Background: an optimization exercise with open tools, aiming at small area and a short achievable clock period. Do not read the settings as production practice. In this exercise RTL edits were held to simulation tests only and were not proved equivalent to the original. No activity file was given, so power comes from the tool's default toggle rates.

## apb_adv_timer_top
module apb_adv_timer_top #(
   parameter int NUM_TIMERS = 4
) (
   input  logic                    clk_i,
   input  logic                    reset_i,
   input  logic                    psel_i,
   input  logic                    penable_i,
   input  logic                    pwrite_i,
   input  timer_pkg::addr_t        paddr_i,
   input  timer_pkg::data_t        pwdata_i,
   output timer_pkg::data_t        prdata_o,
   output logic                    pslverr_o,
   output logic [2*NUM_TIMERS-1:0] pwm_o,     
   output logic [NUM_TIMERS-1:0]   events_o
);
   logic [NUM_TIMERS*8-1:0]  presc;
   logic [NUM_TIMERS-1:0]    saw;
   logic [NUM_TIMERS*16-1:0] cstart, cend, comp0, comp1, count_nxt;
   logic [NUM_TIMERS*3-1:0]  op0, op1;
   logic [NUM_TIMERS*4-1:0]  cmd;
   logic [NUM_TIMERS-1:0]    tmr_end;
   logic                     rst_dly_q;
   always_ff @(posedge clk_i) rst_dly_q <= reset_i;
   apb_timer_regs #(
      .NUM_TIMERS (NUM_TIMERS)
   ) u_regs (
      .clk_i       (clk_i),
      .reset_i     (reset_i),
      .psel_i      (psel_i),
      .penable_i   (penable_i),
      .pwrite_i    (pwrite_i),
      .paddr_i     (paddr_i),
      .pwdata_i    (pwdata_i),
      .prdata_o    (prdata_o),
      .pslverr_o   (pslverr_o),
      .presc_o     (presc),
      .saw_o       (saw),
      .start_o     (cstart),
      .end_o       (cend),
      .comp0_o     (comp0),
      .op0_o       (op0),
      .comp1_o     (comp1),
      .op1_o       (op1),
      .cmd_o       (cmd),
      .count_nxt_i (count_nxt),
      .end_i       (tmr_end),
      .events_o    (events_o)
   );
   for (genvar i = 0; i < NUM_TIMERS; i++) begin : gen_timer
      adv_timer u_tim (
         .clk_i       (clk_i),
         .reset_i     (reset_i),
         .rst_dly_i   (rst_dly_q),
         .presc_i     (presc[8*i +: 8]),
         .saw_i       (saw[i]),
         .start_i     (cstart[16*i +: 16]),
         .end_i       (cend[16*i +: 16]),
         .comp0_i     (comp0[16*i +: 16]),
         .op0_i       (op0[3*i +: 3]),
         .comp1_i     (comp1[16*i +: 16]),
         .op1_i       (op1[3*i +: 3]),
         .cmd_i       (cmd[4*i +: 4]),
         .count_nxt_o (count_nxt[16*i +: 16]),
         .end_o       (tmr_end[i]),
         .pwm_o       (pwm_o[2*i +: 2])
      );
   end
endmodule
Size: ~820 flip-flops, about 0.037 mm^2 of cells after synthesis.
Settings: LEC_CHECK=0, CAP_MARGIN=20, CORE_MARGIN=2, CORE_UTILIZATION=60, CTS_CLUSTER_DIAMETER=100, CTS_CLUSTER_SIZE=25, PLACE_DENSITY=0.72, SETUP_SLACK_MARGIN=4.4, SLEW_MARGIN=20; clock period 7.0 ns.
run.sh (not shown) runs the stock make flow with config.mk's settings and CLKGATE_MAP_FILE= SYNTH_SCRIPT=/design/flow/synth_recipe.tcl, a recipe that flattens the netlist after the stock synthesis.
The baseline went through all stages and came out clean.
Change:
CTS_CLUSTER_DIAMETER = unset   (was 100)
CTS_CLUSTER_SIZE = unset   (was 25)
PLACE_DENSITY = unset   (was 0.72)
Global-route usage shrinks by 0.12 points.
Routed wire length is about the same.
Cell area grows by 1.3%.
Sequential share of layout area shrinks by 0.71 points.
Change:
CTS_CLUSTER_DIAMETER = 100   (was unset)
CTS_CLUSTER_SIZE = 25   (was unset)
Effect: The changed run finished with timing, DRC and antenna clean; worst setup slack is better by 0.016 ns; register-to-register slack improves by 0.02 ns; non-clock buffer count rises by 5; synthesized area is unchanged.

========
== job 912 ==
Starting RTL as in the previous note.
export LEC_CHECK = 0
export CAP_MARGIN = 20
export CORE_MARGIN = 2
export CORE_UTILIZATION = 55
export CTS_CLUSTER_DIAMETER = 100
export CTS_CLUSTER_SIZE = 25
export SETUP_SLACK_MARGIN = 4.4
export SLEW_MARGIN = 20
create_clock -name core_clock -period 7.0 [get_ports {clk_i}]
Inputs modified between job 912 and job 4372:
diff --git a/flow/config.mk b/flow/config.mk
--- a/flow/config.mk
+++ b/flow/config.mk
@@ -8,7 +8,5 @@
 export CAP_MARGIN = 20
 export CORE_MARGIN = 2
-export CORE_UTILIZATION = 55
-export CTS_CLUSTER_DIAMETER = 100
-export CTS_CLUSTER_SIZE = 25
-export SETUP_SLACK_MARGIN = 4.4
+export CORE_UTILIZATION = 60
+export SETUP_SLACK_MARGIN = 4.0
 export SLEW_MARGIN = 20
==> comparison <==
Where wire length is concerned, job 912 is outperformed by job 4372.
The number of levels the H-tree was split into of job 4372 is higher than that of job 912.
Cell count of the worst reg-to-reg path: job 4372 < job 912
Job 4372 against job 912: share of cell area taken by flip-flops and latches climbed 1.6 points, total design power moved up, cell row count lower.
Looking at critical path depth, job 4372 sits 2 below job 912.
Design area: job 4372 < job 912
Job 4372: post-placement cell area is 0.69% lower than what job 912 reported.
In the tables for job 4372 and job 912, via count of the first global-routing pass reads higher with job 4372.
### job 4372 -> job 8964
diff --git a/flow/config.mk b/flow/config.mk
--- a/flow/config.mk
+++ b/flow/config.mk
@@ -9,4 +9,6 @@
 export CORE_MARGIN = 2
 export CORE_UTILIZATION = 60
-export SETUP_SLACK_MARGIN = 4.0
+export CTS_CLUSTER_DIAMETER = 80
+export CTS_CLUSTER_SIZE = 20
+export SETUP_SLACK_MARGIN = 4.4
 export SLEW_MARGIN = 20
Notes after the runs:
- Looking at critical path depth, job 8964 sits 1 above job 4372.
- Against job 4372, final area in job 8964 rose by a few percent.
- Delta (job 8964 minus job 4372): number of gates resized after cts rose about 200%; clock latency on the worst-skew pair now smaller.
- Route | job 8964 vs job 4372 | wire longer in job 8964
- Any difference in cell total after placement between job 8964 and job 4372 is small enough to ignore.
- Clock buffer count from CTS: job 8964 vs job 4372 down 40%
Input changes introduced in job 1345 (baseline for comparison: job 8964):
diff --git a/flow/config.mk b/flow/config.mk
--- a/flow/config.mk
+++ b/flow/config.mk
@@ -8,7 +8,7 @@
 export CAP_MARGIN = 20
 export CORE_MARGIN = 2
-export CORE_UTILIZATION = 60
-export CTS_CLUSTER_DIAMETER = 80
-export CTS_CLUSTER_SIZE = 20
+export CORE_UTILIZATION = 66
+export CTS_CLUSTER_DIAMETER = 100
+export CTS_CLUSTER_SIZE = 25
 export SETUP_SLACK_MARGIN = 4.4
 export SLEW_MARGIN = 20
[summary]
Having completed the whole flow, job 1345 delivered a layout that passed the timing, design-rule and antenna checks.
Diff job 8964 -> job 1345: clock power share decreased 2.5 points, relative contribution of combinational cells to total power increased 0.4 points, overall track demand over capacity in global routing increased 5.2 points.
Looking at wire length, job 1345 sits 2.0% higher than job 8964 does.
Delta(clock period minus worst slack, job 1345 - job 8964) < 0
For job 1117, these inputs were changed with respect to job 1345:
diff --git a/flow/config.mk b/flow/config.mk
--- a/flow/config.mk
+++ b/flow/config.mk
@@ -8,7 +8,7 @@
 export CAP_MARGIN = 20
 export CORE_MARGIN = 2
-export CORE_UTILIZATION = 66
+export CORE_UTILIZATION = 60
 export CTS_CLUSTER_DIAMETER = 100
 export CTS_CLUSTER_SIZE = 25
-export SETUP_SLACK_MARGIN = 4.4
+export SETUP_SLACK_MARGIN = 4.5
 export SLEW_MARGIN = 20
Notes after the runs:
Job 1117 vs job 1345: detailed-routed wire length on met3 down by more than 10%
Comparing met1 track demand over resource for job 1345 and job 1117, the smaller number came from job 1117.
On portion of netlist area occupied by mux cells, job 1345 and job 1117 are basically level.
Cell count: job 1117 higher than job 1345
Compared with job 1345, in job 1117 met2 global-route usage -7.7 points; shortest clock period the worst path allows after layout -93 ps.

========
Setup of v39:
apb_adv_timer_top again, from the RTL that the note above started with.
clock: 7.0 ns
lec_check: 0
cap_margin: 20
core_margin: 2
core_utilization: 60
cts_cluster_diameter: 100
cts_cluster_size: 25
gpl_routability_driven: 0
setup_slack_margin: 4.4
slew_margin: 20
[inputs] v5 vs v39
--- a/flow/config.mk
+++ b/flow/config.mk
@@ -7,0 +8 @@
+export ABC_AREA = 1
@@ -13 +13,0 @@
-export GPL_ROUTABILITY_DRIVEN = 0
## What came out
Maximum frequency on v5 is ahead of v39. Compared with v39, v5 shows combined area of all synthesized cells higher by 5.6%. Power per standard cell area in v5 is about 2.1% below v39. v5 vs v39 on number of diodes added for antenna fixing: v5 is the higher one. v5 ended up with a higher number of instances in the synthesized netlist than v39 did. v5 closes out successfully: all stages finished, all timing, DRC and antenna checks passed. [compare] base=v39 new=v5: mux share of post-synthesis cell area lower, count of non-CTS buffers in the layout lost 76. v5 improves on v39 in post-route worst setup slack. v5 against v39; area of the multi-input gates is down by a few percent.
Relative to v5, the following input files were edited for v53:
--- a/flow/config.mk
+++ b/flow/config.mk
@@ -8 +7,0 @@
-export ABC_AREA = 1
@@ -11,0 +11 @@
+export CTS_BUF_LIST = sky130_fd_sc_hd__clkbuf_8 sky130_fd_sc_hd__clkbuf_16
Results
v53 finished every step from synthesis to the final layout, and the layout passed the timing, design-rule and antenna checks. Relative to v5, logic depth of the worst path, buffers included decreased by 6 in v53. A beginning of the critical path of gen_timer[2].u_tim.down_q$_DFF_P_ is what v53 shows, while rst_dly_q$_DFF_P_ belongs to v5. Comparing v5 and v53, the higher data-path buffer share of cell area in the final layout was measured on v53. Compared with v5, v53 shows a higher number of non-clock buffers. For v5, the most common library cell in the layout ignoring fill and taps was sky130_fd_sc_hd__nand2_1, unlike v53, where it was sky130_fd_sc_hd__edfxtp_1.

========
apb_adv_timer_top again, from the RTL that the note above started with.
Design apb_adv_timer_top, start of the top module:
module apb_adv_timer_top #(
   parameter int NUM_TIMERS = 4
) (
   input  logic                    clk_i,
   input  logic                    reset_i,
   input  logic                    psel_i,
   input  logic                    penable_i,
   input  logic                    pwrite_i,
   input  timer_pkg::addr_t        paddr_i,
   input  timer_pkg::data_t        pwdata_i,
   output timer_pkg::data_t        prdata_o,
   output logic                    pslverr_o,
   output logic [2*NUM_TIMERS-1:0] pwm_o,     
   output logic [NUM_TIMERS-1:0]   events_o
);
make LEC_CHECK=0 CAP_MARGIN=0 CORE_MARGIN=2 CORE_UTILIZATION=60 CTS_CLUSTER_DIAMETER=100 CTS_CLUSTER_SIZE=25 SETUP_SLACK_MARGIN=4.4 SLEW_MARGIN=0 finish   # period 7.0 ns
Edit:
CAP_MARGIN = 20   (was 0)
SLEW_MARGIN = 20   (was 0)
TNS_END_PERCENT = 5   (was unset)
After rerunning: Worst setup slack gets worse by 0.21 ns; maximum frequency falls by 6.9%; power falls by 1.1%; non-clock buffer count falls by 39; design area falls by 2.1%; critical path depth falls by 3.

========
Starting RTL as in the previous note.
export LEC_CHECK = 0
export CAP_MARGIN = 20
export CORE_MARGIN = 2
export CORE_UTILIZATION = 60
export CTS_CLUSTER_DIAMETER = 100
export CTS_CLUSTER_SIZE = 25
export SETUP_SLACK_MARGIN = 4.7
export SLEW_MARGIN = 20
create_clock -name core_clock -period 7.0 [get_ports {clk_i}]
Edit:
ABC_AREA = 1   (was default)
SETUP_SLACK_MARGIN = 4.5   (was 4.7)
Result: The new run completed with no timing, DRC or antenna violations; wire length goes up by 7.7%; clock power barely changes; die area goes up by 5.5%; design area goes up by about 0.9%; first-iteration DRC count goes up by 26%; count of clock-buffer cells in the layout goes up by 1; critical path depth goes up by 8; core utilization goes down by 3.8 points.
Edit:
ABC_AREA = default   (was 1)
CTS_BUF_LIST = sky130_fd_sc_hd__clkbuf_8   (was default)
CTS_CLUSTER_DIAMETER = default   (was 100)
CTS_CLUSTER_SIZE = default   (was 25)
SETUP_SLACK_MARGIN = 4.4   (was 4.5)
Power is higher by 20%.
Cell area is lower by 1.7%.
Via count is lower by 18%.
Flip-flop and latch count is unchanged.
Routed wire length is lower by 7.1%.
Global-route usage is about the same.
Clock-buffer cell count is higher by 79.
Clock skew is higher by 0.0047 ns.

what the ideal ports hide:
How much do the figures lean on ideal ports? The routed layouts below were timed once more, with nothing changed but the port constraints.
Step 1 sets driving cells, clkbuf_16 on the clock port and buf_2 on the other inputs (assumed; they add their load-dependent delay and slew).
Step 2 also shifts input and output timing later by t, the mid clock arrival at the registers, as if the neighbouring blocks saw the same clock.
Three values: ideal ports, drivers, drivers and shift; two values: the first two.
run | t, ns | setup WS [ns] | slew at the worst register clock pin (ns)
the first run of note 1 | 0.674 | 4.058 / 4.058 / 3.554 | 0.11 / 0.11
the second run of note 1 | 0.709 | 4.143 / 4.143 / 3.509 | 0.07 / 0.07
the third run of note 1 | 0.669 | 4.159 / 4.159 / 3.582 | 0.11 / 0.11
job 912 | 0.677 | 4.088 / 4.088 / 3.551 | 0.11 / 0.11
job 4372 | 0.694 | 3.925 / 3.925 / 3.322 | 0.07 / 0.07
job 8964 | 0.684 | 4.092 / 4.092 / 3.505 | 0.09 / 0.09
job 1345 | 0.684 | 4.096 / 4.096 / 3.624 | 0.11 / 0.11
job 1117 | 0.677 | 4.189 / 4.189 / 3.540 | 0.11 / 0.11
v39 | 0.690 | 3.972 / 4.000 / 3.310 | 0.11 / 0.11
v5 | 0.683 | 4.184 / 4.184 / 3.598 | 0.11 / 0.11
v53 | 0.670 | 4.145 / 4.145 / 3.524 | 0.11 / 0.11
the first run of note 4 | 0.667 | 4.118 / 4.118 / 3.487 | 0.11 / 0.11
the second run of note 4 | 0.667 | 3.904 / 3.904 / 3.543 | 0.11 / 0.11
the first run of note 5 | 0.684 | 4.153 / 4.153 / 3.502 | 0.11 / 0.11
the second run of note 5 | 0.688 | 4.305 / 4.305 / 3.809 | 0.12 / 0.12
the third run of note 5 | 0.864 | 4.130 / 4.130 / 3.443 | 0.07 / 0.07
After both steps setup and hold are still met in every run listed. For the third run of note 5, which loses most, drivers alone change the setup slack by 0.000 ns; drivers and shift together by -0.687 ns.
